Source: an optimization exercise on an open RTL-to-GDS flow (aim: small area, a short achievable clock period and few clock cycles per item). Production flows keep margins and buffers that such runs may drop. Function was checked by simulation only, so behaviour that the tests miss may differ from the original.

## flow/design.v (module list and top-level ports; edited modules follow where they fit)
// module triangle_setup: 2926 lines
module triangle_setup #(
  parameter int COORD_WIDTH   = 16,
  parameter int COEF_WIDTH    = 2*COORD_WIDTH+3,
  parameter int SCREEN_X_SIZE = 800,
  parameter int SCREEN_Y_SIZE = 600,
  parameter int CNT_WIDTH     = 16
) (
  input  logic                                    clk,
  input  logic                                    reset_n,
  input  logic                                    in_valid,
  output logic                                    in_ready,
  input  logic [2:0][1:0][COORD_WIDTH-1:0]        vertexes,
  input  logic [1:0]                              cull_mode,
  output logic                                    out_valid,
  input  logic                                    out_ready,
  output logic [2:0][COORD_WIDTH:0]               edge_a,
  output logic [2:0][COORD_WIDTH:0]               edge_b,
  output logic [2:0][COEF_WIDTH-1:0]              edge_c,
  output logic [COEF_WIDTH-1:0]                   area2,
  output logic [COORD_WIDTH-1:0]                  bbox_xmin,
  output logic [COORD_WIDTH-1:0]                  bbox_xmax,
  output logic [COORD_WIDTH-1:0]                  bbox_ymin,
  output logic [COORD_WIDTH-1:0]                  bbox_ymax,
  input  logic                                    stats_clr,
  output logic [CNT_WIDTH-1:0]                    cnt_in,
  output logic [CNT_WIDTH-1:0]                    cnt_out,
  output logic [CNT_WIDTH-1:0]                    cnt_culled,
  output logic                                    idle
);
  // ...
==> flow/run.sh <==
#!/bin/bash
# synth_recipe.tcl (not shown) runs the flow's synth.tcl, then flattens the netlist and writes it again
# the make line also repeats each setting of config.mk as NAME=value (left out here)
make -C /OpenROAD-flow-scripts/flow DESIGN_CONFIG=/design/flow/config.mk WORK_HOME=/design/flow/orfs CLKGATE_MAP_FILE= SYNTH_SCRIPT=/design/flow/synth_recipe.tcl finish
==> flow/config.mk <==
export PLATFORM = sky130hd
export DESIGN_NAME = triangle_setup
export DESIGN_NICKNAME = triangle_setup
export VERILOG_FILES = /design/flow/design.v
export SDC_FILE = /design/flow/constraint.sdc
export NUM_CORES = 4
export LEC_CHECK = 0
export ABC_AREA = 1
export CAP_MARGIN = 20
export CORE_MARGIN = 2
export CORE_UTILIZATION = 30
export SETUP_SLACK_MARGIN = 3.5
export SLEW_MARGIN = 20
==> flow/constraint.sdc <==
create_clock -name core_clock -period 8.5 [get_ports {clk}]
set_input_delay 1.7000 -clock core_clock [delete_from_list [all_inputs] [get_ports {clk}]]
set_output_delay 1.7000 -clock core_clock [all_outputs]
set_load 0.01 [all_outputs]
==> qor_table.md, run 1 <==
| Metric | This run | Unit |
| --- | --- | --- |
| Leading cell category by total area | multi-input gates | - |
| Endpoint of the worst hold-timing path | cm3_q[0]$_DFFE_PN_ | - |
| Max Fanout on Critical Path | 14 | - |
| End of the critical path | cs_q[12]$_DFFE_PN_ | - |
| Post-Route Skew | 0.03789 | ns |
| Maximum count of clock buffers along a single path | 3 | - |
| Die outline area | 271300 | um2 |
| First-pass detailed-route iteration total | 9 | - |
| Non-filler cells in the finished layout | 12313 | - |
| Adder-cell share of the synthesized area | 25.55 | % |
| Clock tree from TritonCTS | yes | - |
| Inverters excl. clock | 1393 | - |
| Setup violations, final | 0 | - |
| Post-Syn Area | 80130 | um2 |
| Arr. time, crit path | 5.48 | ns |
| Layout clock area frac | 3.368 | % |
| Levels on crit path | 9 | - |
| Final worst setup slack | 3.560 | ns |
| Signed area change from the synthesized netlist to the final layout | 14.80 | % |
| Uppermost metal layer occupied by signal nets | met5 | - |
| Capturing point of the worst reg2reg path | cs_q[12]$_DFFE_PN_ | - |
| Largest cells by area after synthesis | edfxtp_1, fa_1, xor2_1 | - |
| Start point of the critical path | ys_q[9]$_DFFE_PN_ | - |
| Tap cells | 3533 | - |
| Number of vias per cell after detailed routing | 5.408 | - |
| Number of non-clock buffers | 622 | - |
| Delay of the slowest cell on the worst path | 0.79 | ns |
| Critical path class | register to register | - |
| Outcome | timing/DRC/antenna clean | - |
| Pin count of the biggest net entering global routing | 160 | - |
| Average instance area after synthesis | 9.538 | um2 |
| Count of distinct cell types in the synthesized netlist | 57 | - |
| Multi-input logic area | 48870 | um2 |
| Critical path, cell by cell | buf_4 -> clkinvlp_4 -> xor2_1 -> fa_1 -> fa_1 -> inv_1 -> fa_1 -> fa_1 -> fa_1 | - |
| Final-layout setup total negative slack | 0 | ns |
| Count of multi-input combinational gates | 5737 | - |
| Worst-case headroom to the max-slew limit | 13.12 | % |
| Compound-gate portion of the synthesized area | 11.15 | % |
| Site Rows | 189 | - |
| Final number of max-transition violations | 0 | - |
Testbench counts, summed over its fixed seeds: cycles 24,032, items 24,000.
==> inputs of run 2 (changes only) <==
--- a/flow/config.mk
+++ b/flow/config.mk
@@ -9,5 +9,5 @@
 export CAP_MARGIN = 20
 export CORE_MARGIN = 2
 export CORE_UTILIZATION = 30
-export SETUP_SLACK_MARGIN = 3.5
+export SETUP_SLACK_MARGIN = 4.25
 export SLEW_MARGIN = 20
==> qor_table.md, run 2 <==
| Metric | This run | Unit | Delta |
| --- | --- | --- | --- |
| Outcome | timing/DRC/antenna clean | - |  |
| Yosys Warn Count | 1 | - |  |
| Top-area cell type share of the netlist area | 28.97 | % |  |
| Maximum level of the CTS H-tree | 3 | - |  |
| Most used cells in the layout excluding fill and tap cells | inv_1, xor2_1, edfxtp_1, nand2_1, fa_1 | - |  |
| Initial cell density of the core | 30.20 | % |  |
| Final-layout setup total negative slack | 0 | ns | unchanged |
| Data required time at the worst endpoint | 6.80 | ns |  |
| Registers with the highest flip-flop counts | cs_q x279, c_q x96 | - |  |
| Met1 Usage GRT | 31.70 | % |  |
| Routed Antenna Nets | 0 | - |  |
| Yosys top cell by area | edfxtp_1 | - |  |
| Clock tree from TritonCTS | yes | - |  |
| Most heavily used metal layer in global routing | met2 | - |  |
| Flip-flop and latch count after synthesis | 824 | - |  |
| Share of cell area taken by muxes after synthesis | 0.3794 | % |  |
| Post-Synth Simple-Gate Area | 9.236 | % |  |
| Number of I/O pins | 460 | - |  |
| Site Rows | 189 | - | unchanged |
| Combinational family with the most area after synthesis | adder cells | - |  |
| Global-route total usage across every layer | 25.22 | % |  |
| Horizontal die dimension | 520.8 | um |  |
| Number of vias per cell after detailed routing | 5.456 | - | +0.88% |
| Met2 Resource Use GR | 37.87 | % |  |
| First-pass detailed-route iteration total | 8 | - | -1 |
| Post-Synth XOR/XNOR Area | 14.04 | % |  |
| Final cycle utilization of the critical path | 54.61 | % |  |
| Critical path class | register to output pin | - |  |
| Total vias in the final route | 69654 | - |  |
| Number of hold violations in the final report | 0 | - |  |
| Count of unresolved DRC violations after routing | 0 | - |  |
| Post-detail-place hpwl | 251300 | um |  |
| Hold Path Cell Cnt | 0 | - |  |
| Most common cell after layout, fill and taps aside | inv_1 | - |  |
| Share of synthesized area occupied by flip-flops and latches | 30.56 | % |  |
| Capturing point of the worst reg2reg path | s_q[32]$_DFFE_PN_ | - |  |
| Compound-gate portion of the synthesized area | 11.15 | % | unchanged |
| Post-Syn Area | 80130 | um2 | unchanged |
| Final number of max-transition violations | 0 | - | unchanged |
| Actual slew at the worst max-slew pin | 1.305 | ns |  |
| Crit. End Element | output pin | - |  |
| Number of buffers added by the clock tree synthesis step | 97 | - |  |
| Share of layout cells above drive strength 1 | 19.67 | % |  |
| Pin count of the biggest net entering global routing | 160 | - | unchanged |
| Fraction of synthesis flops using an asynchronous set or reset pin | 6.189 | % |  |
| RePlAce Congestion | 1.024 | - |  |
| Global route overflow | 0 | - |  |
| Number of flip-flops under the largest register name | 279 | - |  |
| EDFF count, synth | 773 | - |  |
| Input/output buffers | 432 | - |  |
| Setup violations, final | 0 | - | unchanged |
| Number of nets in the final layout | 10384 | - |  |
| Reg2Reg Launch Point | cs_q[19]$_DFFE_PN_ | - |  |
| Area of placed instances | 88130 | um2 |  |
| Gate Count Post-Synth | 8402 | - |  |
| Antenna violations before repair | 51 | - |  |
| Adder-cell share of the synthesized area | 25.55 | % | unchanged |
| Vertical die dimension | 520.8 | um |  |
| Type of the worst min-delay path | register to register | - |  |
| Met3 demand-to-capacity share in global routing | 7.662 | % |  |
| Number of cells on the worst reg-to-reg path | 15 | - |  |
| Clock tree root driver cell | clkbuf_16 | - |  |
| Startpoint type of the worst setup path | register | - |  |
| Leading post-synthesis cells by instance count | inv_1, xor2_1, nand2_1, fa_1, edfxtp_1 | - |  |
| Unrepaired setup endpoints after global routing | true | - |  |
| Mean routed wirelength per cell | 28.48 | um |  |
| Count of distinct cell types in the synthesized netlist | 57 | - | unchanged |
| R2R Setup Slk | 4.11 | ns |  |
| Drt first-iter violations | 8693 | - |  |
| Max_cap viols | 0 | - |  |
| Arr. time, crit path | 2.94 | ns | -2.54 ns |
| CTS clock-pin slew for the worst setup and hold paths | 0.06 | ns |  |
| Leading register cell type out of synthesis | edfxtp_1 | - |  |
| Launch instance of the worst min-delay path | cm2_q[0]$_DFFE_PN_ | - |  |
| Area of the placeable core | 265300 | um2 |  |
| Endpoint of the worst hold-timing path | cm3_q[0]$_DFFE_PN_ | - |  |
| Most used standard cell by instance count after synthesis | inv_1 | - |  |
| Number of global-route vias before repair | 69242 | - |  |
| Average instance area after synthesis | 9.538 | um2 | unchanged |
| Max Fanout on Critical Path | 6 | - | -8 |
| Signed area change from the synthesized netlist to the final layout | 26.13 | % |  |
| Minimum clock period after layout | 4.642 | ns |  |
| Die outline area | 271300 | um2 | unchanged |
| Clock tree sinks | 824 | - |  |
| Largest cells by area after synthesis | edfxtp_1, fa_1, xor2_1 | - |  |
| Maximum count of clock buffers along a single path | 3 | - | unchanged |
| Max frequency | 215.4 | MHz |  |
| Aggregate routed wire length | 363500 | um |  |
| Worst-case headroom to the max-slew limit | 13.01 | % | -0.12 points |
| Post-layout instance area | 101100 | um2 |  |
| Skew-Pair Late Insertion Delay | 0.78 | ns |  |
| Post-Route Skew | 0.03868 | ns | +0.0007906 ns |
| Register ranked first by flip-flop count | cs_q | - |  |
| Wire length of the first global-routing pass | 496000 | um |  |
run 2: worst max-delay path, stage by stage (launching register included):
cell and delay [ns]:
edfxtp_1 0.43, nor2_4 0.16, nand4_1 0.20, nor2_4 0.21, inv_4 0.06, nor3_4 0.14
nand2_2 0.10, nor2_4 0.21, nand4_1 0.15, nand2_1 0.14, xnor2_2 0.17, buf_2 0.20
run 2: worst max path at each step:
| stage | startpoint | endpoint | slack [ns] | depth (start not counted) |
|---|---|---|---|---|
| 4_1_cts | s_q[32]$_DFFE_PN_ | edge_a[5] | 3.71 | 6 |
| 3_3_place_gp | x2_q[15]$_DFFE_PN_ | xmax_q[5]$_DFFE_PN_ | 3.03 | 27 |
| 2_1_floorplan | out_ready | in_ready | 2.07 | 2 |
| 3_5_place_dp | x2_q[15]$_DFFE_PN_ | xmin_q[1]$_DFFE_PN_ | 2.99 | 21 |
| 6_report | c_q[0]$_DFFE_PN_ | edge_c[32] | 3.86 | 11 |
| 5_1_grt | c_q[0]$_DFFE_PN_ | edge_c[32] | 3.70 | 11 |
run 2: area by class of cell:
type	instances	area (um2)
tap	3533	4420
sequential	824	24490
multi-input combinational	5746	52600
clock buffer	114	2522
timing repair buffer	1052	10470
antenna	35	87.58
timing repair inverter	7	57.56
clock inverter	64	575.6
inverter	1391	5852
fill	26071	164300
run 2: repair_timing:
| action | in CTS | in global routing |
|---|---|---|
| endpoints found under the hold margin | 0 | 0 |
| pin swaps | 184 | 410 |
| gates cloned | 10 | 37 |
| setup endpoints to repair | 559 | 316 |
| hold buffers | 0 | 0 |
| setup buffers | 194 | 240 |
| resized for setup | 1434 | 918 |
run 2: cells by family after synthesis:
group	Yosys count
compound gates	1515
simple gates	1721
fa+ha+maj	1162
xor+xnor	1285
buf+inv	1867
other cells	1
flops	824
mux	27
run 2: stage by stage:
stage | hold WS (ns) | std cells | utilization (%) | worst slack [ns]
after floorplan | 0.4003 | 8428 | - | 2.067
after global placement | 0.4089 | 12071 | 33.21 | 3.031
after detailed placement | 0.4163 | 12071 | 33.21 | 2.991
after CTS | 0.4247 | 12453 | 35.87 | 3.708
after global routing | 0.4384 | 12747 | 38.08 | 3.699
final | 0.4179 | 12766 | 38.09 | 3.858
run 2: per-layer routing:
layer / vias to the layer above / part of all wire (%)
met5: - / 0.10
met3: 1327 / 12
met2: 4731 / 42
met1: 34374 / 38
met4: 32 / 8.2
li1: 29190 / -
==> inputs of run 3 (changes only) <==
--- a/flow/config.mk
+++ b/flow/config.mk
@@ -9,5 +9,5 @@
 export CAP_MARGIN = 20
 export CORE_MARGIN = 2
 export CORE_UTILIZATION = 30
-export SETUP_SLACK_MARGIN = 4.25
+export SETUP_SLACK_MARGIN = 4.0
 export SLEW_MARGIN = 20
==> qor_table.md, run 3 <==
| Metric | This run | Unit | Delta |
| --- | --- | --- | --- |
| Outcome | timing/DRC/antenna clean | - |  |
| Post-Syn Area | 80130 | um2 | unchanged |
| Number of hold violations in the final report | 0 | - | unchanged |
| Register ranked first by flip-flop count | cs_q | - |  |
| Aggregate routed wire length | 348000 | um | -4.3% |
| Flip-flop and latch count after synthesis | 824 | - | unchanged |
| Drt first-iter violations | 8239 | - | -5.2% |
| Type of the worst min-delay path | register to register | - |  |
| Routed Antenna Nets | 0 | - | unchanged |
| Count of hold-fix buffers inserted at cts | 0 | - | unchanged |
| Input/output buffers | 432 | - | unchanged |
| Initial cell density of the core | 30.20 | % | unchanged |
| Clock tree root driver cell | clkbuf_16 | - |  |
| Maximum level of the CTS H-tree | 3 | - | unchanged |
| Vertical die dimension | 520.8 | um | unchanged |
| Actual slew at the worst max-slew pin | 1.285 | ns | -0.01991 ns |
| Top-area cell type share of the netlist area | 28.97 | % | unchanged |
| Leading register cell type out of synthesis | edfxtp_1 | - |  |
| Clock tree from TritonCTS | yes | - |  |
| Number of I/O pins | 460 | - | unchanged |
| Fillers | 26644 | - | +2.2% |
| Largest cells by area after synthesis | edfxtp_1, fa_1, xor2_1 | - |  |
| Max_cap viols | 0 | - | unchanged |
| Horizontal die dimension | 520.8 | um | unchanged |
| Minimum clock period after layout | 4.667 | ns | +0.02482 ns |
| Total vias in the final route | 67751 | - | -2.7% |
| Number of flip-flops under the largest register name | 279 | - | unchanged |
| Max Fanout on Critical Path | 4 | - | -2 |
| Startpoint type of the worst setup path | register | - |  |
| Area of placed instances | 88130 | um2 | unchanged |
| Setup violations, final | 0 | - | unchanged |
| Number of global-route vias before repair | 68311 | - | -1.3% |
| Number of vias per cell after detailed routing | 5.423 | - | -0.61% |
| Maximum count of clock buffers along a single path | 3 | - | unchanged |
| Max frequency | 214.3 | MHz | -0.53% |
| Pin count of the biggest net entering global routing | 160 | - | unchanged |
| Die outline area | 271300 | um2 | unchanged |
| Signed area change from the synthesized netlist to the final layout | 18.89 | % |  |
| Gate Count Post-Synth | 8402 | - | unchanged |
| Leading post-synthesis cells by instance count | inv_1, xor2_1, nand2_1, fa_1, edfxtp_1 | - |  |
| Share of synthesized area occupied by flip-flops and latches | 30.56 | % | unchanged |
| RePlAce Congestion | 1.024 | - | unchanged |
| Count of distinct cell types in the synthesized netlist | 57 | - | unchanged |
| Average instance area after synthesis | 9.538 | um2 | unchanged |
| Number of nets in the final layout | 10118 | - | -2.6% |
| Final cycle utilization of the critical path | 54.90 | % | +0.29 points |
| Mean routed wirelength per cell | 27.85 | um | -2.2% |
| Unrepaired setup endpoints after global routing | true | - |  |
| Antenna violations before repair | 49 | - | -3.9% |
| Skew-Pair Late Insertion Delay | 0.77 | ns | about the same |
| Crit. End Element | output pin | - |  |
| Post-detail-place hpwl | 251300 | um | unchanged |
| Post-layout instance area | 95270 | um2 | -5.7% |
| Most used cells in the layout excluding fill and tap cells | inv_1, xor2_1, nand2_1, edfxtp_1, fa_1 | - |  |
| Arr. time, crit path | 2.97 | ns | +0.03 ns |
| Final-layout setup total negative slack | 0 | ns | unchanged |
| Worst-case headroom to the max-slew limit | 14.34 | % | +1.3 points |
| Yosys top cell by area | edfxtp_1 | - |  |
| CTS clock-pin slew for the worst setup and hold paths | 0.06 | ns | about the same |
| Most common cell after layout, fill and taps aside | inv_1 | - |  |
| EDFF count, synth | 773 | - | unchanged |
| First-pass detailed-route iteration total | 7 | - | -1 |
| Data required time at the worst endpoint | 6.80 | ns | about the same |
| Registers with the highest flip-flop counts | cs_q x279, c_q x96 | - |  |
| Share of layout cells above drive strength 1 | 12.85 | % | -6.8 points |
| Site Rows | 189 | - | unchanged |
| Count of unresolved DRC violations after routing | 0 | - | unchanged |
| Yosys Warn Count | 1 | - | unchanged |
| Number of buffers added by the clock tree synthesis step | 97 | - | unchanged |
| Critical path class | register to output pin | - |  |
| Area of the placeable core | 265300 | um2 | unchanged |
| Post-Route Skew | 0.04073 | ns | +0.002051 ns |
| Final number of max-transition violations | 0 | - | unchanged |
| Clock tree sinks | 824 | - | unchanged |
| Global route overflow | 0 | - | unchanged |
| Most used standard cell by instance count after synthesis | inv_1 | - |  |
| Wire length of the first global-routing pass | 490600 | um | -1.1% |
| Fraction of synthesis flops using an asynchronous set or reset pin | 6.189 | % | unchanged |
| Global-route total usage across every layer | 24.93 | % | -0.29 points |
run 3: critical path: stages (launching register included):
cell	delay, ns
edfxtp_1	0.43
nor2_4	0.16
nand4_1	0.19
nor2_4	0.20
inv_4	0.06
nor3_4	0.17
nand2_2	0.11
nor2_4	0.14
buf_4	0.14
nand4_1	0.10
nand2_1	0.13
xnor2_2	0.17
buf_2	0.20
run 3: layout make-up:
type / instances / area [um2] / area share, %
Antenna cell: 29 / 72.57 / 0.07617
Clock buffer: 114 / 2522 / 2.648
Clock inverter: 64 / 575.6 / 0.6041
Inverter: 1391 / 5466 / 5.738
Multi-Input combinational cell: 5742 / 50540 / 53.05
Sequential cell: 824 / 24490 / 25.70
Tap cell: 3533 / 4420 / 4.640
Timing Repair Buffer: 793 / 7154 / 7.509
Timing Repair inverter: 4 / 33.78 / 0.03546
run 3: cell families (layout without fill, tap and decap cells):
kind of cell,count (synthesis),count (layout),share of synthesized area [%]
flops,824,824,30.56
buf+inv,1867,2366,9.075
compound gates,1515,1515,11.15
other cells,1,56,0.004680
mux,27,27,0.3794
simple gates,1721,1726,9.236
fa+ha+maj,1162,1162,25.55
xor+xnor,1285,1285,14.04
run 3: path summary, 6_finish.rpt:
check	cells past startpoint	startpoint	endpoint	slack, ns
max	12	c_q[0]$_DFFE_PN_	edge_c[32]	3.83
min	0	cm2_q[0]$_DFFE_PN_	cm3_q[0]$_DFFE_PN_	0.42
max reg2reg	11	yo_q[14]$_DFFE_PN_	cs_q[120]$_DFFE_PN_	4.02
min reg2reg	0	cm2_q[0]$_DFFE_PN_	cm3_q[0]$_DFFE_PN_	0.42
max in group asynchronous	2	reset_n	cnt_out_q[3]$_DFFE_PN0P_	6.98
min in group asynchronous	2	reset_n	cnt_culled_q[7]$_DFFE_PN0P_	1.06
run 3: layer usage:
layer,global-route usage [%],vias to the layer above,wire length [um]
li1,-,28600,-
met1,31.26,33399,133500
met2,37.23,4502,147200
met3,7.747,1214,39800
met4,15.68,36,27220
met5,0,-,290
run 3: stage by stage:
| step | util [%] | worst slack [ns] | hold slack [ns] | instances |
|---|---|---|---|---|
| floorplan | - | 2.067 | 0.4003 | 8428 |
| global placement | 33.21 | 3.031 | 0.4089 | 12071 |
| detailed placement | 33.21 | 2.991 | 0.4163 | 12071 |
| CTS | 34.96 | 3.714 | 0.4247 | 12340 |
| global route | 35.89 | 3.667 | 0.4384 | 12479 |
| finish | 35.91 | 3.833 | 0.4181 | 12494 |
run 3: what timing repair did:
item,CTS,global route
buffers inserted,87,114
cloned,4,10
pin swaps,102,143
setup endpoints to repair,356,277
resized for setup,775,473
==> inputs of run 4 (changes only) <==
--- a/flow/config.mk
+++ b/flow/config.mk
@@ -9,5 +9,7 @@
 export CAP_MARGIN = 20
 export CORE_MARGIN = 2
 export CORE_UTILIZATION = 30
+export CTS_BUF_LIST = sky130_fd_sc_hd__clkbuf_4 sky130_fd_sc_hd__clkbuf_8
+export CTS_CLUSTER_SIZE = 25
 export SETUP_SLACK_MARGIN = 4.0
 export SLEW_MARGIN = 20
==> qor_table.md, run 4 <==
| Metric | This run | Unit | Delta |
| --- | --- | --- | --- |
| Outcome | timing/DRC/antenna clean | - |  |
| Global route overflow | 0 | - | unchanged |
| Most common cell after layout, fill and taps aside | inv_1 | - |  |
| Number of flip-flops under the largest register name | 279 | - | unchanged |
| Clock tree sinks | 824 | - | unchanged |
| Post-Syn Area | 80130 | um2 | unchanged |
| Vertical die dimension | 520.8 | um | unchanged |
| Gate Count Post-Synth | 8402 | - | unchanged |
| Final design utilization | 36.36 | % | +0.45 points |
| Met2 Wirelength | 148900 | um | +1.2% |
| Post-Route Skew | 0.06367 | ns | +0.02293 ns |
| Maximum level of the CTS H-tree | 4 | - | +1 |
| Horizontal die dimension | 520.8 | um | unchanged |
| Hold Path Cell Cnt | 0 | - | unchanged |
| Post-detail-place hpwl | 251300 | um | unchanged |
| First-pass detailed-route iteration total | 8 | - | +1 |
| Initial cell density of the core | 30.20 | % | unchanged |
| Signed area change from the synthesized netlist to the final layout | 20.39 | % |  |
| Total vias in the final route | 68278 | - | +0.78% |
| Max Fanout on Critical Path | 6 | - | +2 |
| Yosys top cell by area | edfxtp_1 | - |  |
| Wire length of the first global-routing pass | 495200 | um | +0.93% |
| Number of global-route vias before repair | 69337 | - | +1.5% |
| Skew-Pair Late Insertion Delay | 0.98 | ns | +0.21 ns |
| Drt first-iter violations | 8053 | - | -2.3% |
| Max_cap viols | 0 | - | unchanged |
| Leading register cell type out of synthesis | edfxtp_1 | - |  |
| Number of buffers added by the clock tree synthesis step | 153 | - | +58% |
| Critical path, cell by cell | nor2_4 -> nand4_1 -> nor2_4 -> inv_2 -> nor3_4 -> nand2_2 -> nor2_4 -> nand4_1 -> nand2_1 -> xnor2_2 -> buf_2 | - |  |
| Final-layout setup total negative slack | 0 | ns | unchanged |
| Reg2Reg Launch Point | ys_q[9]$_DFFE_PN_ | - |  |
| Area of the placeable core | 265300 | um2 | unchanged |
| Maximum count of clock buffers along a single path | 3 | - | unchanged |
| Most frequent cell on the critical path | nor2_4 | - |  |
| Pin count of the biggest net entering global routing | 160 | - | unchanged |
| Min Hold Slack | 0.4244 | ns | +0.006368 ns |
| Max frequency | 208.3 | MHz | -2.8% |
| Register ranked first by flip-flop count | cs_q | - |  |
| Yosys Warn Count | 1 | - | unchanged |
| Actual slew at the worst max-slew pin | 1.169 | ns | -0.1158 ns |
| Most used cells in the layout excluding fill and tap cells | inv_1, xor2_1, nand2_1, edfxtp_1, fa_1 | - |  |
| Delay of the slowest cell on the worst path | 0.42 | ns | about the same |
| Worst-case headroom to the max-slew limit | 22.05 | % | +7.7 points |
| RePlAce Congestion | 1.024 | - | unchanged |
| Global-route total usage across every layer | 25.22 | % | +0.29 points |
| Detailed route wirelength on metal3 | 38910 | um | -2.3% |
| EDFF count, synth | 773 | - | unchanged |
| Arr. time, crit path | 3.10 | ns | +0.13 ns |
| Crit. End Element | output pin | - |  |
| Largest cells by area after synthesis | edfxtp_1, fa_1, xor2_1 | - |  |
| Clock tree root driver cell | clkbuf_8 | - |  |
| Mean routed wirelength per cell | 27.75 | um | -0.37% |
| Number of nets in the final layout | 10242 | - | +1.2% |
| Leading post-synthesis cells by instance count | inv_1, xor2_1, nand2_1, fa_1, edfxtp_1 | - |  |
| Final number of max-transition violations | 0 | - | unchanged |
| Start point of the critical path | c_q[0]$_DFFE_PN_ | - |  |
| Setup violations, final | 0 | - | unchanged |
| Registers with the highest flip-flop counts | cs_q x279, c_q x96 | - |  |
| Critical path class | register to output pin | - |  |
| Type of the worst min-delay path | register to register | - |  |
| Count of distinct cell types in the synthesized netlist | 57 | - | unchanged |
| Clock tree from TritonCTS | yes | - |  |
| Fillers | 26591 | - | -0.20% |
| Startpoint type of the worst setup path | register | - |  |
| Routed Antenna Nets | 0 | - | unchanged |
| Data required time at the worst endpoint | 6.80 | ns | about the same |
| Flip-flop and latch count after synthesis | 824 | - | unchanged |
| Antenna violations before repair | 49 | - | unchanged |
| Met1 layer wirelength in the final routing | 134100 | um | +0.48% |
| Fraction of synthesis flops using an asynchronous set or reset pin | 6.189 | % | unchanged |
| Count of unresolved DRC violations after routing | 0 | - | unchanged |
| Share of synthesized area occupied by flip-flops and latches | 30.56 | % | unchanged |
| Number of vias per cell after detailed routing | 5.397 | - | -0.48% |
| Number of hold violations in the final report | 0 | - | unchanged |
| Number of I/O pins | 460 | - | unchanged |
| Worst path slowest cell | edfxtp_1 | - |  |
| Number of cells on the worst reg-to-reg path | 9 | - | -2 |
| Input/output buffers | 432 | - | unchanged |
| Count of hold-fix buffers inserted at cts | 0 | - | unchanged |
| Final cycle utilization of the critical path | 56.49 | % | +1.6 points |
| CTS clock-pin slew for the worst setup and hold paths | 0.05 | ns | about the same |
| Aggregate routed wire length | 351100 | um | +0.89% |
| Share of layout cells above drive strength 1 | 15.74 | % | +2.9 points |
| Die outline area | 271300 | um2 | unchanged |
| Unrepaired setup endpoints after global routing | true | - |  |
| Minimum clock period after layout | 4.801 | ns | +0.1349 ns |
| Launch instance of the worst min-delay path | cm1_q[1]$_DFFE_PN_ | - |  |
| Site Rows | 189 | - | unchanged |
| Most used standard cell by instance count after synthesis | inv_1 | - |  |
| Average instance area after synthesis | 9.538 | um2 | unchanged |
| Top-area cell type share of the netlist area | 28.97 | % | unchanged |
| Uppermost metal layer occupied by signal nets | met5 | - |  |
-- run 4: layout make-up --
type                       instances  area, um2  area share, %
multi-input combinational       5741      51160          53.03
clock inverter                    83      753.2         0.7807
timing repair inverter             4      33.78        0.03502
clock buffer                     194       2432          2.521
inverter                        1391       5482          5.682
sequential                       824      24490          25.38
antenna                           20      50.05        0.05188
tap                             3533       4420          4.582
timing repair buffer             862       7657          7.937
-- run 4: critical path: cells and delay by family (launching register included) --
| kind | cells | cell delay, ns |
|---|---|---|
| simple gates | 8 | 1.29 |
| buf+inv | 2 | 0.27 |
| flops | 1 | 0.42 |
| xor+xnor | 1 | 0.17 |
-- run 4: timing repair --
| item | 4_1_cts | 5_1_grt |
|---|---|---|
| gates cloned | 9 | 7 |
| setup endpoints to repair | 367 | 273 |
| setup buffers | 122 | 145 |
| pin swaps | 136 | 179 |
| gates resized for setup | 1129 | 472 |
| hold endpoints to repair | 0 | 0 |
-- run 4: through the flow --
stage                     instances  area, um2  worst slack [ns]
after floorplan                8428      80250             2.067
after CTS                     12479      93470             3.517
after detailed placement      12071      88130             2.991
after global placement        12071      88130             3.031
after global routing          12643      96450             3.503
final                         12652      96480             3.699
-- run 4: logic make-up (layout without fill, tap and decap cells) --
group           count (synthesis)  after routing  share of synthesized area [%]
fa+ha+maj                    1162           1162                          25.55
other cells                     1             47                       0.004680
flops                         824            824                          30.56
compound gates               1515           1515                          11.15
mux                            27             27                         0.3794
xor+xnor                     1285           1285                          14.04
simple gates                 1721           1725                          9.236
buf+inv                      1867           2534                          9.075
-- run 4: per-layer routing --
| layer | vias to the layer above | track usage [%] |
|---|---|---|
| li1 | 28861 | - |
| met1 | 33794 | 31.52 |
| met2 | 4352 | 37.61 |
| met3 | 1233 | 7.593 |
| met4 | 38 | 16.53 |
| met5 | - | 0.5441 |
-- run 4: final timing paths --
| path | end | slack (ns) |
|---|---|---|
| hold / removal | cm2_q[1]$_DFFE_PN_ | 0.42 |
| setup / recovery | edge_c[32] | 3.70 |
| min in group asynchronous | cnt_culled_q[6]$_DFFE_PN0P_ | 0.89 |
| setup reg to reg | cs_q[12]$_DFFE_PN_ | 4.00 |
| max in group asynchronous | cnt_in_q[2]$_DFFE_PN0P_ | 7.15 |
| hold reg to reg | cm2_q[1]$_DFFE_PN_ | 0.42 |
==> inputs of run 5 (changes only) <==
==> flow/flow/run.sh (new file) <==
#!/bin/bash
# The standard layout (standard.sh: standard synthesis, floorplan, place,
# CTS, route, finish), with one change: the buffers that placement puts on
# every input and output port are made from sky130_fd_sc_hd__buf_1 rather
# than the cell buffer_ports picks by default. Timing repair still resizes
# them as needed. The full make/OpenROAD/Yosys output goes to standard.log;
# ORFS's per-step logs stay under orfs/logs/.
set -euo pipefail
export BUFFER_PORTS_ARGS="-buffer_cell sky130_fd_sc_hd__buf_1"
export RECOVER_POWER=100
bash standard.sh > standard.log 2>&1
==> flow/standard.sh (new file) <==
#!/bin/bash
# synth_recipe.tcl (not shown) runs the flow's synth.tcl, then flattens the netlist and writes it again
# the make line also repeats each setting of config.mk as NAME=value (left out here)
make -C /OpenROAD-flow-scripts/flow DESIGN_CONFIG=/design/flow/config.mk WORK_HOME=/design/flow/orfs CLKGATE_MAP_FILE= SYNTH_SCRIPT=/design/flow/synth_recipe.tcl "${@:-finish}"
--- a/flow/config.mk
+++ b/flow/config.mk
@@ -9,7 +9,5 @@
 export CAP_MARGIN = 20
 export CORE_MARGIN = 2
 export CORE_UTILIZATION = 30
-export CTS_BUF_LIST = sky130_fd_sc_hd__clkbuf_4 sky130_fd_sc_hd__clkbuf_8
-export CTS_CLUSTER_SIZE = 25
 export SETUP_SLACK_MARGIN = 4.0
 export SLEW_MARGIN = 20
removed: flow/run.sh
==> qor_table.md, run 5 <==
| Metric | This run | Unit | Delta |
| --- | --- | --- | --- |
| Count of unresolved DRC violations after routing | 0 | - | unchanged |
| Unrepaired setup endpoints after global routing | true | - |  |
| Total vias in the final route | 67332 | - | -1.4% |
| Layout Check Fail Reasons | max-capacitance violations, max-slew violations | - |  |
| Type of the worst min-delay path | register to register | - |  |
| Most frequent cell on the critical path | fa_1 | - |  |
| Count of distinct cell types in the synthesized netlist | 57 | - | unchanged |
| Fraction of synthesis flops using an asynchronous set or reset pin | 6.189 | % | unchanged |
| Worst-case headroom to the max-slew limit | -148.4 | % | -170 points |
| Largest cells by area after synthesis | edfxtp_1, fa_1, xor2_1 | - |  |
| Hold Path Cell Cnt | 0 | - | unchanged |
| Most common cell after layout, fill and taps aside | inv_1 | - |  |
| Final number of max-transition violations | 1121 | - | +1121 |
| Arr. time, crit path | 7.18 | ns | +4.08 ns |
| Actual slew at the worst max-slew pin | 3.726 | ns | +2.557 ns |
| Leading register cell type out of synthesis | edfxtp_1 | - |  |
| Vertical die dimension | 520.8 | um | unchanged |
| Top-area cell type share of the netlist area | 28.97 | % | unchanged |
| Input/output buffers | 432 | - | unchanged |
| Worst path slowest cell | clkbuf_1 | - |  |
| Number of buffers added by the clock tree synthesis step | 97 | - | -37% |
| Share of synthesized area occupied by flip-flops and latches | 30.56 | % | unchanged |
| Site Rows | 189 | - | unchanged |
| Number of flip-flops under the largest register name | 279 | - | unchanged |
| Routed Antenna Nets | 0 | - | unchanged |
| Yosys top cell by area | edfxtp_1 | - |  |
| Register ranked first by flip-flop count | cs_q | - |  |
| Mean routed wirelength per cell | 27.10 | um | -2.3% |
| Post-detail-place hpwl | 249500 | um | -0.72% |
| Number of nets in the final layout | 10101 | - | -1.4% |
| Number of hold violations in the final report | 0 | - | unchanged |
| Maximum count of clock buffers along a single path | 3 | - | unchanged |
| Max frequency | 149.6 | MHz | -28% |
| Count of hold-fix buffers inserted at cts | 0 | - | unchanged |
| Post-Route Skew | 0.05677 | ns | -0.006896 ns |
| Max_cap viols | 43 | - | +43 |
| Drt first-iter violations | 8012 | - | -0.51% |
| Delay of the slowest cell on the worst path | 1.69 | ns | +1.27 ns |
| Critical path, cell by cell | clkbuf_1 -> clkinvlp_4 -> clkbuf_1 -> xor2_1 -> fa_1 -> fa_1 -> inv_1 -> fa_1 -> fa_1 -> fa_1 | - |  |
| Final-layout setup total negative slack | 0 | ns | unchanged |
| Wire length of the first global-routing pass | 476100 | um | -3.8% |
| Skew-Pair Late Insertion Delay | 0.79 | ns | -0.19 ns |
| Clock tree sinks | 824 | - | unchanged |
| Leading post-synthesis cells by instance count | inv_1, xor2_1, nand2_1, fa_1, edfxtp_1 | - |  |
| Most used standard cell by instance count after synthesis | inv_1 | - |  |
| Critical path class | register to register | - |  |
| Global-route total usage across every layer | 24.18 | % | -1.0 points |
| Clock tree from TritonCTS | yes | - |  |
| First-pass detailed-route iteration total | 8 | - | unchanged |
| Place WS | 2.980 | ns | -0.01177 ns |
| Number of global-route vias before repair | 67375 | - | -2.8% |
| Registers with the highest flip-flop counts | cs_q x279, c_q x96 | - |  |
| Data required time at the worst endpoint | 8.99 | ns | +2.19 ns |
| Startpoint type of the worst setup path | register | - |  |
| Setup violations, final | 0 | - | unchanged |
| Number of cells on the worst reg-to-reg path | 10 | - | +1 |
| Share of layout cells above drive strength 1 | 9.743 | % | -6.0 points |
| Final worst setup slack | 1.816 | ns | -1.883 ns |
| Pin count of the biggest net entering global routing | 88 | - | -45% |
| EDFF count, synth | 773 | - | unchanged |
| Signed area change from the synthesized netlist to the final layout | 14.55 | % |  |
| CTS clock-pin slew for the worst setup and hold paths | 0.07 | ns | +0.02 ns |
| Minimum clock period after layout | 6.684 | ns | +1.883 ns |
| Most used cells in the layout excluding fill and tap cells | inv_1, xor2_1, nand2_1, fa_1, edfxtp_1 | - |  |
| Fillers | 27087 | - | +1.9% |
| Global route overflow | 0 | - | unchanged |
| Post-Syn Area | 80130 | um2 | unchanged |
| Final cycle utilization of the critical path | 78.64 | % | +22 points |
| Number of I/O pins | 460 | - | unchanged |
| Horizontal die dimension | 520.8 | um | unchanged |
| Area of placed instances | 85500 | um2 | -3.0% |
| Max Fanout on Critical Path | 18 | - | +12 |
| Aggregate routed wire length | 338300 | um | -3.7% |
| Number of vias per cell after detailed routing | 5.394 | - | about the same |
| Area of the placeable core | 265300 | um2 | unchanged |
| Initial cell density of the core | 30.20 | % | unchanged |
| Crit. End Element | register | - |  |
| Average instance area after synthesis | 9.538 | um2 | unchanged |
| Die outline area | 271300 | um2 | unchanged |
| Post-layout instance area | 91790 | um2 | -4.9% |
| Clock tree root driver cell | clkbuf_16 | - |  |
| Outcome | failed layout checks | - |  |
| RePlAce Congestion | 1.009 | - | -1.5% |
| Antenna violations before repair | 51 | - | +4.1% |
| Flip-flop and latch count after synthesis | 824 | - | unchanged |
| Yosys Warn Count | 1 | - | unchanged |
| Maximum level of the CTS H-tree | 3 | - | -1 |
| Gate Count Post-Synth | 8402 | - | unchanged |
-- run 5: cell counts after synthesis --
Identical to the previous run, type by type.
-- run 5: kinds of logic after synthesis --
family	count (synthesis)	share of synthesized area [%]
xor+xnor	1285	14.04
flops	824	30.56
buf+inv	1867	9.075
other cells	1	0.004680
mux	27	0.3794
simple gates	1721	9.236
fa+ha+maj	1162	25.55
compound gates	1515	11.15
-- run 5: cell type report --
class	count	area (um2)	share of cell area (%)
Inverter	1391	5428	5.913
Multi-Input combinational cell	5742	49670	54.11
Clock inverter	69	832.0	0.9064
Sequential cell	824	24490	26.68
Antenna cell	31	77.57	0.08451
Tap cell	3533	4420	4.816
Clock buffer	113	2509	2.733
Timing Repair inverter	4	22.52	0.02454
Timing Repair Buffer	776	4345	4.734
-- run 5: path summary, 6_finish.rpt --
| check | start | to | slack, ns |
|---|---|---|---|
| hold reg to reg | cm1_q[1]$_DFFE_PN_ | cm2_q[1]$_DFFE_PN_ | 0.42 |
| max in group asynchronous | reset_n | cnt_out_q[7]$_DFFE_PN0P_ | 4.93 |
| hold / removal | cm1_q[1]$_DFFE_PN_ | cm2_q[1]$_DFFE_PN_ | 0.42 |
| min in group asynchronous | reset_n | cnt_culled_q[15]$_DFFE_PN0P_ | 1.94 |
| setup / recovery | ys_q[3]$_DFFE_PN_ | cs_q[217]$_DFFE_PN_ | 1.82 |
| setup reg to reg | ys_q[3]$_DFFE_PN_ | cs_q[217]$_DFFE_PN_ | 1.82 |
-- run 5: worst max-delay path: cells and delay by family (launching register included) --
| kind | cells | cell delay, ns |
|---|---|---|
| flip-flops | 1 | 0.33 |
| adder cells (fa/ha/maj) | 5 | 2.68 |
| XOR/XNOR | 1 | 0.48 |
| buffers and inverters | 4 | 2.91 |
-- run 5: timing repair --
action	in CTS	in global routing
setup buffers	77	98
gates cloned	3	10
endpoints found under the setup margin	336	224
gates resized for setup	325	431
pin swaps	56	144
-- run 5: stage by stage --
stage | hold WS [ns] | std cells | utilization, %
6_report | 0.4224 | 12483 | 34.60
4_1_cts | 0.4265 | 12344 | 34.09
2_1_floorplan | 0.4003 | 8428 | -
3_5_place_dp | 0.4110 | 12082 | 32.22
3_3_place_gp | 0.4054 | 12082 | 32.22
5_1_grt | 0.4292 | 12461 | 34.58
-- run 5: routing by layer --
layer  up-vias  global-route usage [%]  wire, um
li1      28574                       -         -
met1     33268                   30.37    130200
met2      4256                   36.28    143400
met3      1188                   7.612     38650
met4        46                   14.49     25650
met5         -                  0.1755       298
==> inputs of run 6 (changes only) <==
--- a/flow/flow/run.sh
+++ b/flow/flow/run.sh
@@ -7,5 +7,4 @@
 # ORFS's per-step logs stay under orfs/logs/.
 set -euo pipefail
 export BUFFER_PORTS_ARGS="-buffer_cell sky130_fd_sc_hd__buf_1"
-export RECOVER_POWER=100
 bash standard.sh > standard.log 2>&1
==> qor_table.md, run 6 <==
| Metric | This run | Unit | Delta |
| --- | --- | --- | --- |
| Outcome | timing/DRC/antenna clean | - |  |
| Share of layout cells above drive strength 1 | 12.09 | % | +2.3 points |
| Vertical die dimension | 520.8 | um | unchanged |
| Reg2Reg Launch Point | x_q[7]$_DFFE_PN_ | - |  |
| Most common cell after layout, fill and taps aside | inv_1 | - |  |
| Share of synthesized area occupied by flip-flops and latches | 30.56 | % | unchanged |
| EDFF count, synth | 773 | - | unchanged |
| Post-Syn Area | 80130 | um2 | unchanged |
| Input/output buffers | 432 | - | unchanged |
| Multi-input logic area | 50270 | um2 | +1.2% |
| Aggregate routed wire length | 338300 | um | about the same |
| Clock tree from TritonCTS | yes | - |  |
| Final-layout setup total negative slack | 0 | ns | unchanged |
| Most used standard cell by instance count after synthesis | inv_1 | - |  |
| Arr. time, crit path | 2.90 | ns | -4.28 ns |
| Skew-Pair Late Insertion Delay | 0.78 | ns | about the same |
| Type of the worst min-delay path | register to register | - |  |
| Clock tree sinks | 824 | - | unchanged |
| Number of cells on the worst reg-to-reg path | 9 | - | -1 |
| Actual slew at the worst max-slew pin | 1.236 | ns | -2.490 ns |
| Register ranked first by flip-flop count | cs_q | - |  |
| Wire length of the first global-routing pass | 476100 | um | unchanged |
| Number of buffers added by the clock tree synthesis step | 97 | - | unchanged |
| Critical path class | register to output pin | - |  |
| Total vias in the final route | 67340 | - | +0.012% |
| Most used cells in the layout excluding fill and tap cells | inv_1, xor2_1, nand2_1, fa_1, edfxtp_1 | - |  |
| Max_cap viols | 0 | - | -100% |
| Number of I/O pins | 460 | - | unchanged |
| First-pass detailed-route iteration total | 10 | - | +2 |
| Final worst setup slack | 3.903 | ns | +2.087 ns |
| Post-Route Skew | 0.05317 | ns | -0.003603 ns |
| Max frequency | 217.5 | MHz | +45% |
| Capturing point of the worst reg2reg path | cs_q[12]$_DFFE_PN_ | - |  |
| Global route overflow | 0 | - | unchanged |
| Largest cells by area after synthesis | edfxtp_1, fa_1, xor2_1 | - |  |
| Leading post-synthesis cells by instance count | inv_1, xor2_1, nand2_1, fa_1, edfxtp_1 | - |  |
| Number of nets in the final layout | 10101 | - | unchanged |
| Count of unresolved DRC violations after routing | 0 | - | unchanged |
| Die outline area | 271300 | um2 | unchanged |
| Routed Antenna Nets | 0 | - | unchanged |
| Gate Count Post-Synth | 8402 | - | unchanged |
| Number of global-route vias before repair | 67375 | - | unchanged |
| Final number of max-transition violations | 0 | - | -100% |
| R2R Setup Slk | 4.00 | ns | +2.18 ns |
| Horizontal die dimension | 520.8 | um | unchanged |
| Signed area change from the synthesized netlist to the final layout | 15.86 | % |  |
| Start point of the critical path | s_q[14]$_DFFE_PN_ | - |  |
| Yosys Warn Count | 1 | - | unchanged |
| Drt first-iter violations | 8073 | - | +0.76% |
| Flip-flop and latch count after synthesis | 824 | - | unchanged |
| Number of flip-flops under the largest register name | 279 | - | unchanged |
| Pin count of the biggest net entering global routing | 88 | - | unchanged |
| Unrepaired setup endpoints after global routing | true | - |  |
| Antenna violations before repair | 51 | - | unchanged |
| Place WS | 2.980 | ns | unchanged |
| Registers with the highest flip-flop counts | cs_q x279, c_q x96 | - |  |
| Clock tree root driver cell | clkbuf_16 | - |  |
| Top-area cell type share of the netlist area | 28.97 | % | unchanged |
| Minimum clock period after layout | 4.597 | ns | -2.087 ns |
| Post-detail-place hpwl | 249500 | um | unchanged |
| Fillers | 26881 | - | -0.76% |
| Max Fanout on Critical Path | 3 | - | -15 |
| CTS clock-pin slew for the worst setup and hold paths | 0.06 | ns | about the same |
| Site Rows | 189 | - | unchanged |
| Mean routed wirelength per cell | 27.11 | um | about the same |
| Number of vias per cell after detailed routing | 5.396 | - | about the same |
| Global-route total usage across every layer | 24.18 | % | unchanged |
| End of the critical path | area2[30] | - |  |
| Worst-case headroom to the max-slew limit | 17.58 | % | +170 points |
| Setup violations, final | 0 | - | unchanged |
| Leading register cell type out of synthesis | edfxtp_1 | - |  |
| Average instance area after synthesis | 9.538 | um2 | unchanged |
| RePlAce Congestion | 1.009 | - | unchanged |
| Maximum count of clock buffers along a single path | 3 | - | unchanged |
| Data required time at the worst endpoint | 6.80 | ns | -2.19 ns |
| Maximum level of the CTS H-tree | 3 | - | unchanged |
| Yosys top cell by area | edfxtp_1 | - |  |
| Initial cell density of the core | 30.20 | % | unchanged |
| Crit. End Element | output pin | - |  |
| Count of distinct cell types in the synthesized netlist | 57 | - | unchanged |
| Storage cell area | 24490 | um2 | unchanged |
| Startpoint type of the worst setup path | register | - |  |
| Number of hold violations in the final report | 0 | - | unchanged |
| Final cycle utilization of the critical path | 54.09 | % | -25 points |
| Area of the placeable core | 265300 | um2 | unchanged |
| Fraction of synthesis flops using an asynchronous set or reset pin | 6.189 | % | unchanged |
run 6: cell counts after synthesis:
No cell type changed its count.
run 6: metrics by stage:
stage	util (%)	hold WS, ns	cell area [um2]	instances
2_1_floorplan	-	0.4003	80250	8428
3_3_place_gp	32.22	0.4054	85490	12082
3_5_place_dp	32.22	0.4110	85500	12082
4_1_cts	34.09	0.4265	90450	12344
5_1_grt	34.97	0.4292	92790	12460
6_report	34.99	0.4215	92840	12480
run 6: cell type report:
cell class              instances  area share (%)
multi-input cells            5742           54.15
repair inverters                4         0.02965
diodes                         28         0.07547
well taps                    3533           4.761
repair buffers                776           5.159
clock inverters                69          0.8962
flip-flops and latches        824           26.38
inverters                    1391           5.854
clock buffers                 113           2.702
run 6: worst max-delay path, stage by stage, from the launching register on:
cell and delay, ns:
edfxtp_1 0.48, nor2_1 0.18, nand3_1 0.17, inv_1 0.09
nand4_1 0.12, nor2_4 0.23, nand4_1 0.20, buf_6 0.19
o21ai_4 0.15, xnor2_2 0.15, buf_2 0.17
run 6: cells by family (layout without fill, tap and decap cells):
| logic type | after synthesis | after routing | share of synthesized area [%] |
|---|---|---|---|
| AND/OR/NAND/NOR | 1721 | 1726 | 9.236 |
| AO/OA/AOI/OAI | 1515 | 1515 | 11.15 |
| flip-flops | 824 | 824 | 30.56 |
| adder cells (fa/ha/maj) | 1162 | 1162 | 25.55 |
| buffers and inverters | 1867 | 2353 | 9.075 |
| multiplexers | 27 | 27 | 0.3794 |
| XOR/XNOR | 1285 | 1285 | 14.04 |
| other | 1 | 55 | 0.004680 |
run 6: timing repair:
| action | CTS | global route |
|---|---|---|
| resized for setup | 325 | 431 |
| hold buffers | 0 | 0 |
| setup endpoints to repair | 336 | 224 |
| cloned | 3 | 10 |
| setup buffers | 77 | 98 |
| pin swaps | 56 | 144 |
run 6: layer usage:
layer	global-route usage, %	wire [um]	vias to the layer above
met4	14.49	24550	44
li1	-	-	28561
met3	7.612	38700	1134
met1	30.37	130600	33333
met2	36.28	144200	4268
met5	0.1755	324	-
run 6: how the worst min path moves through the flow:
stage / endpoint / slack, ns / startpoint / depth (start not counted)
2_1_floorplan: cm2_q[0]$_DFFE_PN_ / 0.40 / cm1_q[0]$_DFFE_PN_ / 0
3_3_place_gp: cm3_q[1]$_DFFE_PN_ / 0.41 / cm2_q[1]$_DFFE_PN_ / 0
3_5_place_dp: cm2_q[1]$_DFFE_PN_ / 0.41 / cm1_q[1]$_DFFE_PN_ / 0
4_1_cts: cm3_q[0]$_DFFE_PN_ / 0.43 / cm2_q[0]$_DFFE_PN_ / 0
5_1_grt: cm2_q[1]$_DFFE_PN_ / 0.43 / cm1_q[1]$_DFFE_PN_ / 0
6_report: cm2_q[1]$_DFFE_PN_ / 0.42 / cm1_q[1]$_DFFE_PN_ / 0
==> inputs of run 7 (changes only) <==
--- a/flow/config.mk
+++ b/flow/config.mk
@@ -9,5 +9,5 @@
 export CAP_MARGIN = 20
 export CORE_MARGIN = 2
 export CORE_UTILIZATION = 30
-export SETUP_SLACK_MARGIN = 4.0
+export SETUP_SLACK_MARGIN = 3.75
 export SLEW_MARGIN = 20
==> qor_table.md, run 7 <==
| Metric | This run | Unit | Delta |
| --- | --- | --- | --- |
| Unrepaired setup endpoints after global routing | true | - |  |
| Worst-case headroom to the max-slew limit | 25.03 | % | +7.4 points |
| Maximum level of the CTS H-tree | 3 | - | unchanged |
| Number of global-route vias before repair | 66933 | - | -0.66% |
| Pin count of the biggest net entering global routing | 88 | - | unchanged |
| Most frequent cell on the critical path | fa_1 | - |  |
| Routed Antenna Nets | 0 | - | unchanged |
| Area of placed instances | 85500 | um2 | unchanged |
| Outcome | timing/DRC/antenna clean | - |  |
| Site Rows | 189 | - | unchanged |
| Count of unresolved DRC violations after routing | 0 | - | unchanged |
| Number of vias per cell after detailed routing | 5.375 | - | -0.38% |
| Capturing point of the worst reg2reg path | cs_q[13]$_DFFE_PN_ | - |  |
| Hold Path Cell Cnt | 0 | - | unchanged |
| Area of the placeable core | 265300 | um2 | unchanged |
| Register ranked first by flip-flop count | cs_q | - |  |
| Share of layout cells above drive strength 1 | 7.665 | % | -4.4 points |
| Average instance area after synthesis | 9.538 | um2 | unchanged |
| Clock tree from TritonCTS | yes | - |  |
| Number of buffers added by the clock tree synthesis step | 97 | - | unchanged |
| Largest cells by area after synthesis | edfxtp_1, fa_1, xor2_1 | - |  |
| Crit. End Element | register | - |  |
| Setup violations, final | 0 | - | unchanged |
| Yosys Warn Count | 1 | - | unchanged |
| Final cycle utilization of the critical path | 56.13 | % | +2.0 points |
| Max Fanout on Critical Path | 32 | - | +29 |
| Start point of the critical path | x_q[5]$_DFFE_PN_ | - |  |
| Total vias in the final route | 66444 | - | -1.3% |
| Signed area change from the synthesized netlist to the final layout | 12.69 | % |  |
| Aggregate routed wire length | 334300 | um | -1.2% |
| Gate Count Post-Synth | 8402 | - | unchanged |
| First-pass detailed-route iteration total | 11 | - | +1 |
| Minimum clock period after layout | 4.771 | ns | +0.1738 ns |
| Count of distinct cell types in the synthesized netlist | 57 | - | unchanged |
| Worst path slowest cell | inv_2 | - |  |
| Number of I/O pins | 460 | - | unchanged |
| Leading register cell type out of synthesis | edfxtp_1 | - |  |
| CTS clock-pin slew for the worst setup and hold paths | 0.08 | ns | +0.02 ns |
| Registers with the highest flip-flop counts | cs_q x279, c_q x96 | - |  |
| Post-Syn Area | 80130 | um2 | unchanged |
| Skew-Pair Late Insertion Delay | 0.77 | ns | about the same |
| End of the critical path | cs_q[13]$_DFFE_PN_ | - |  |
| Input/output buffers | 432 | - | unchanged |
| Post-detail-place hpwl | 249500 | um | unchanged |
| RePlAce Congestion | 1.009 | - | unchanged |
| Most used standard cell by instance count after synthesis | inv_1 | - |  |
| Clock tree root driver cell | clkbuf_16 | - |  |
| Launch instance of the worst min-delay path | cm2_q[0]$_DFFE_PN_ | - |  |
| Final number of max-transition violations | 0 | - | unchanged |
| Actual slew at the worst max-slew pin | 1.125 | ns | -0.1117 ns |
| Delay of the slowest cell on the worst path | 0.87 | ns | +0.39 ns |
| Die outline area | 271300 | um2 | unchanged |
| EDFF count, synth | 773 | - | unchanged |
| Fraction of synthesis flops using an asynchronous set or reset pin | 6.189 | % | unchanged |
| Post-layout instance area | 90310 | um2 | -2.7% |
| Initial cell density of the core | 30.20 | % | unchanged |
| Number of flip-flops under the largest register name | 279 | - | unchanged |
| Number of nets in the final layout | 9988 | - | -1.1% |
| Final-layout setup total negative slack | 0 | ns | unchanged |
| Critical path class | register to register | - |  |
| Vertical die dimension | 520.8 | um | unchanged |
| Share of synthesized area occupied by flip-flops and latches | 30.56 | % | unchanged |
| Wire length of the first global-routing pass | 473500 | um | -0.56% |
| Fillers | 27050 | - | +0.63% |
| Reg2Reg Launch Point | x_q[5]$_DFFE_PN_ | - |  |
| Inst Count DP | 12082 | - | unchanged |
| Global route overflow | 0 | - | unchanged |
| Top-area cell type share of the netlist area | 28.97 | % | unchanged |
| Yosys top cell by area | edfxtp_1 | - |  |
| Most used cells in the layout excluding fill and tap cells | inv_1, xor2_1, nand2_1, fa_1, edfxtp_1 | - |  |
| Clock tree sinks | 824 | - | unchanged |
| Maximum count of clock buffers along a single path | 3 | - | unchanged |
| Startpoint type of the worst setup path | register | - |  |
| Max frequency | 209.6 | MHz | -3.6% |
| Leading post-synthesis cells by instance count | inv_1, xor2_1, nand2_1, fa_1, edfxtp_1 | - |  |
| Antenna violations before repair | 50 | - | -2.0% |
| Most common cell after layout, fill and taps aside | inv_1 | - |  |
| Arr. time, crit path | 5.26 | ns | +2.36 ns |
| Number of hold violations in the final report | 0 | - | unchanged |
| Max_cap viols | 0 | - | unchanged |
| Mean routed wirelength per cell | 27.04 | um | -0.24% |
| R2R Setup Slk | 3.73 | ns | -0.27 ns |
| Critical path, cell by cell | inv_2 -> o22ai_1 -> xor2_1 -> ha_1 -> inv_1 -> fa_1 -> inv_1 -> fa_1 -> fa_1 -> fa_1 | - |  |
| Post-Route Skew | 0.05505 | ns | +0.001883 ns |
| Type of the worst min-delay path | register to register | - |  |
| Global-route total usage across every layer | 24.04 | % | -0.14 points |
| Drt first-iter violations | 8207 | - | +1.7% |
| Number of cells on the worst reg-to-reg path | 10 | - | +1 |
| Flip-flop and latch count after synthesis | 824 | - | unchanged |
| Non-filler cells in the finished layout | 12361 | - | -0.95% |
| Horizontal die dimension | 520.8 | um | unchanged |
| Data required time at the worst endpoint | 8.99 | ns | +2.19 ns |
[run 7: cell count changes in the layout (fill, tap and decap cells not counted), sizes merged]
cell	before	now
clkinvlp	47	32
diode	28	22
buf	762	662
clkinv	42	43
nand2	855	851
clkbuf	127	118
inv	1362	1376
[run 7: critical path: cells and delay by family (launching register included)]
family | cells | cell delay, ns
AO/OA/AOI/OAI | 1 | 0.21
XOR/XNOR | 1 | 0.21
adder cells (fa/ha/maj) | 5 | 2.48
buffers and inverters | 3 | 1.00
flip-flops | 1 | 0.62
[run 7: what timing repair did]
item                       4_1_cts  5_1_grt
cloned                           1        4
hold buffers                     0        0
setup buffers                   31       38
pin swaps                       20       40
gates resized for setup         96      182
setup endpoints to repair      198      143
hold endpoints to repair         0        0
[run 7: stage by stage]
step | hold slack [ns] | util, % | setup slack (ns)
floorplan | 0.4003 | - | 2.067
global placement | 0.4054 | 32.22 | 2.929
detailed placement | 0.4110 | 32.22 | 2.980
CTS | 0.4265 | 33.70 | 3.673
global route | 0.4292 | 34.02 | 3.652
finish | 0.4253 | 34.04 | 3.729
[run 7: cell families (layout without fill, tap and decap cells)]
family,after synthesis,after routing,synth area share (%)
buffers and inverters,1867,2244,9.075
DFF,824,824,30.56
other,1,49,0.004680
AOI/OAI and AO/OA,1515,1515,11.15
xor gates and xnor gates,1285,1285,14.04
and+or+nand+nor,1721,1722,9.236
muxes,27,27,0.3794
adders and majority gates,1162,1162,25.55
[run 7: worst min path at each step]
stage / end
6_report: cm3_q[0]$_DFFE_PN_
5_1_grt: cm2_q[1]$_DFFE_PN_
4_1_cts: cm3_q[0]$_DFFE_PN_
3_5_place_dp: cm2_q[1]$_DFFE_PN_
3_3_place_gp: cm3_q[1]$_DFFE_PN_
2_1_floorplan: cm2_q[0]$_DFFE_PN_
[run 7: per-layer routing]
metal / part of all wire, % / routed length, um / track usage [%]
met5: 0.080 / 269 / 0
met4: 7.2 / 24160 / 14.25
met3: 11 / 37460 / 7.621
met2: 43 / 142300 / 36.09
met1: 39 / 130100 / 30.22
[run 7: layout make-up]
cell class / count / area [um2] / area share, %
diodes: 22 / 55.05 / 0.06096
clock buffers: 113 / 2509 / 2.778
clock inverters: 69 / 832.0 / 0.9214
inverters: 1391 / 5319 / 5.890
multi-input cells: 5738 / 49060 / 54.33
flip-flops and latches: 824 / 24490 / 27.12
well taps: 3533 / 4420 / 4.895
repair buffers: 667 / 3596 / 3.982
repair inverters: 4 / 25.02 / 0.02771
==> inputs of run 8 (changes only) <==
--- a/flow/config.mk
+++ b/flow/config.mk
@@ -8,6 +8,6 @@
 export ABC_AREA = 1
 export CAP_MARGIN = 20
 export CORE_MARGIN = 2
-export CORE_UTILIZATION = 30
-export SETUP_SLACK_MARGIN = 3.75
+export CORE_UTILIZATION = 60
+export SETUP_SLACK_MARGIN = 4.0
 export SLEW_MARGIN = 20
==> qor_table.md, run 8 <==
| Metric | This run | Unit | Delta |
| --- | --- | --- | --- |
| Drt first-iter violations | 10166 | - | +24% |
| Place WS | 3.124 | ns | +0.1440 ns |
| Number of buffers added by the clock tree synthesis step | 96 | - | -1.0% |
| Aggregate routed wire length | 311700 | um | -6.8% |
| Count of unresolved DRC violations after routing | 0 | - | unchanged |
| Min Hold Slack | 0.4175 | ns | -0.007822 ns |
| CTS clock-pin slew for the worst setup and hold paths | 0.06 | ns | -0.02 ns |
| Outcome | timing/DRC/antenna clean | - |  |
| Top-area cell type share of the netlist area | 28.97 | % | unchanged |
| Wire length of the first global-routing pass | 448300 | um | -5.3% |
| Final design utilization | 67.16 | % | +33 points |
| Yosys top cell by area | edfxtp_1 | - |  |
| Input/output buffers | 432 | - | unchanged |
| Launch instance of the worst min-delay path | cm1_q[0]$_DFFE_PN_ | - |  |
| Data required time at the worst endpoint | 6.80 | ns | -2.19 ns |
| Leading register cell type out of synthesis | edfxtp_1 | - |  |
| Registers with the highest flip-flop counts | cs_q x279, c_q x96 | - |  |
| Most frequent cell on the critical path | nor2_4 | - |  |
| Number of cells on the worst reg-to-reg path | 10 | - | unchanged |
| Initial cell density of the core | 60.27 | % | +30 points |
| Signed area change from the synthesized netlist to the final layout | 11.43 | % |  |
| Number of global-route vias before repair | 68021 | - | +1.6% |
| Number of vias per cell after detailed routing | 6.452 | - | +20% |
| Global route overflow | 0 | - | unchanged |
| EDFF count, synth | 773 | - | unchanged |
| Capturing point of the worst reg2reg path | cs_q[210]$_DFFE_PN_ | - |  |
| Yosys Warn Count | 1 | - | unchanged |
| Clock tree root driver cell | clkbuf_16 | - |  |
| Type of the worst min-delay path | register to register | - |  |
| Flip-flop and latch count after synthesis | 824 | - | unchanged |
| Maximum level of the CTS H-tree | 3 | - | unchanged |
| Max_cap viols | 0 | - | unchanged |
| Fraction of synthesis flops using an asynchronous set or reset pin | 6.189 | % | unchanged |
| Leading post-synthesis cells by instance count | inv_1, xor2_1, nand2_1, fa_1, edfxtp_1 | - |  |
| Count of distinct cell types in the synthesized netlist | 57 | - | unchanged |
| Site Rows | 134 | - | -29% |
| Number of hold violations in the final report | 0 | - | unchanged |
| Critical path, cell by cell | nor2_2 -> nand2_2 -> nor2_4 -> nand2_4 -> nor2_4 -> nand3_4 -> nor2_4 -> nand4_1 -> nand2_2 -> nand2_4 -> xor2_4 -> buf_2 | - |  |
| R2R Setup Slk | 3.99 | ns | +0.26 ns |
| Routed Antenna Nets | 0 | - | unchanged |
| Final cycle utilization of the critical path | 54.20 | % | -1.9 points |
| Post-Syn Area | 80130 | um2 | unchanged |
| Final-layout setup total negative slack | 0 | ns | unchanged |
| Final worst setup slack | 3.893 | ns | +0.1643 ns |
| Actual slew at the worst max-slew pin | 1.359 | ns | +0.2340 ns |
| First-pass detailed-route iteration total | 14 | - | +3 |
| Post-Route Skew | 0.04341 | ns | -0.01165 ns |
| Post-detail-place hpwl | 222400 | um | -11% |
| Horizontal die dimension | 369.5 | um | -29% |
| Minimum clock period after layout | 4.607 | ns | -0.1643 ns |
| Unrepaired setup endpoints after global routing | true | - |  |
| RePlAce Congestion | 1.017 | - | +0.81% |
| Critical path class | register to output pin | - |  |
| Most common cell after layout, fill and taps aside | inv_1 | - |  |
| Startpoint type of the worst setup path | register | - |  |
| Most used cells in the layout excluding fill and tap cells | inv_1, xor2_1, nand2_1, edfxtp_1, fa_1 | - |  |
| Share of layout cells above drive strength 1 | 9.633 | % | +2.0 points |
| Number of flip-flops under the largest register name | 279 | - | unchanged |
| Worst path slowest cell | edfxtp_1 | - |  |
| Final number of max-transition violations | 0 | - | unchanged |
| Fillers | 10633 | - | -61% |
| Total vias in the final route | 68728 | - | +3.4% |
| Number of I/O pins | 460 | - | unchanged |
| Global-route total usage across every layer | 45.35 | % | +21 points |
| Clock tree sinks | 824 | - | unchanged |
| Gate Count Post-Synth | 8402 | - | unchanged |
| Die outline area | 136500 | um2 | -50% |
| Clock tree from TritonCTS | yes | - |  |
| Max frequency | 217.1 | MHz | +3.6% |
==> run 8: stage by stage <==
step,cells,area (um2)
floorplan,8428,80250
finish,10653,89290
global placement,10309,83250
detailed placement,10309,83250
global route,10640,89260
CTS,10557,87640
==> run 8: per-layer routing <==
layer | vias to the layer above | share of wire, % | global-route usage, % | wire length [um]
met2 | 5635 | 40 | 62.66 | 125500
li1 | 28478 | - | - | -
met1 | 33069 | 36 | 57.54 | 111600
met5 | - | 0.18 | 1.745 | 549
met3 | 1530 | 15 | 19.39 | 47520
met4 | 16 | 8.5 | 30.24 | 26550
==> run 8: how the worst max path moves through the flow <==
stage	startpoint	slack, ns	to
final	c_q[64]$_DFFE_PN_	3.89	edge_c[104]
after global routing	c_q[64]$_DFFE_PN_	3.77	edge_c[103]
after CTS	c_q[1]$_DFFE_PN_	3.88	edge_c[32]
after detailed placement	x2_q[15]$_DFFE_PN_	3.12	xmax_q[7]$_DFFE_PN_
after global placement	x2_q[15]$_DFFE_PN_	3.20	xmax_q[6]$_DFFE_PN_
after floorplan	out_ready	2.07	in_ready
==> run 8: cell families (layout without fill, tap and decap cells) <==
group	after synthesis	after routing	synth area share, %
buffers and inverters	1867	2299	9.075
and+or+nand+nor	1721	1726	9.236
AOI/OAI and AO/OA	1515	1515	11.15
xor gates and xnor gates	1285	1285	14.04
adders and majority gates	1162	1162	25.55
DFF	824	824	30.56
muxes	27	27	0.3794
other	1	47	0.004680
==> run 8: area by class of cell <==
class,instances,area (um2),share of cell area (%)
multi-input combinational,5742,49720,55.68
sequential,824,24490,27.42
inverter,1391,5345,5.986
timing repair buffer,726,4188,4.690
clock buffer,112,2462,2.758
tap,1768,2212,2.477
clock inverter,67,809.5,0.9066
antenna,20,50.05,0.05605
timing repair inverter,3,20.02,0.02242
==> run 8: repair_timing <==
action | CTS | global route
resized for setup | 192 | 309
cloned | 4 | 4
setup endpoints to repair | 289 | 209
setup buffers | 65 | 70
hold buffers | 0 | 0
pin swaps | 34 | 97
==> run 8: critical path, delay by kind of cell, from the launching register on <==
kind | cells | cell delay [ns]
simple gates | 10 | 1.40
flops | 1 | 0.44
xor+xnor | 1 | 0.19
buf+inv | 1 | 0.16

port drivers added, routing unchanged:
No port has a modelled driver above. Below, the same layouts with a new extraction and two added sets of constraints. Step 1, drivers: a clkbuf_16 drives clk and a buf_2 each remaining input, both assumed. Step 2 adds t to the input delays and takes it off the output delays; t is the mean of the earliest and latest rising clock arrival at the registers after step 1. Input paths then give back, and output paths get back, about the clock's delay inside the block. a / b / c = ideal ports / drivers / drivers and shift; a / b = the first two.
run | t, ns | setup WS [ns] | worst register clock-pin slew, ns
run 1 | 0.857 | 3.560 / 3.540 / 3.352 | 0.07 / 0.07
run 2 | 0.865 | 3.858 / 3.752 / 3.738 | 0.07 / 0.07
run 3 | 0.849 | 3.833 / 3.739 / 3.467 | 0.07 / 0.07
run 4 | 1.052 | 3.699 / 3.598 / 3.469 | 0.07 / 0.07
run 5 | 0.867 | 1.816 / 1.816 / 1.462 | 0.08 / 0.08
run 6 | 0.851 | 3.903 / 3.809 / 3.852 | 0.08 / 0.08
run 7 | 0.845 | 3.729 / 3.729 / 3.729 | 0.08 / 0.08
run 8 | 0.830 | 3.893 / 3.800 / 3.870 | 0.07 / 0.07
For run 3, which loses most, drivers alone change the setup slack by -0.094 ns; drivers and shift together by -0.366 ns.
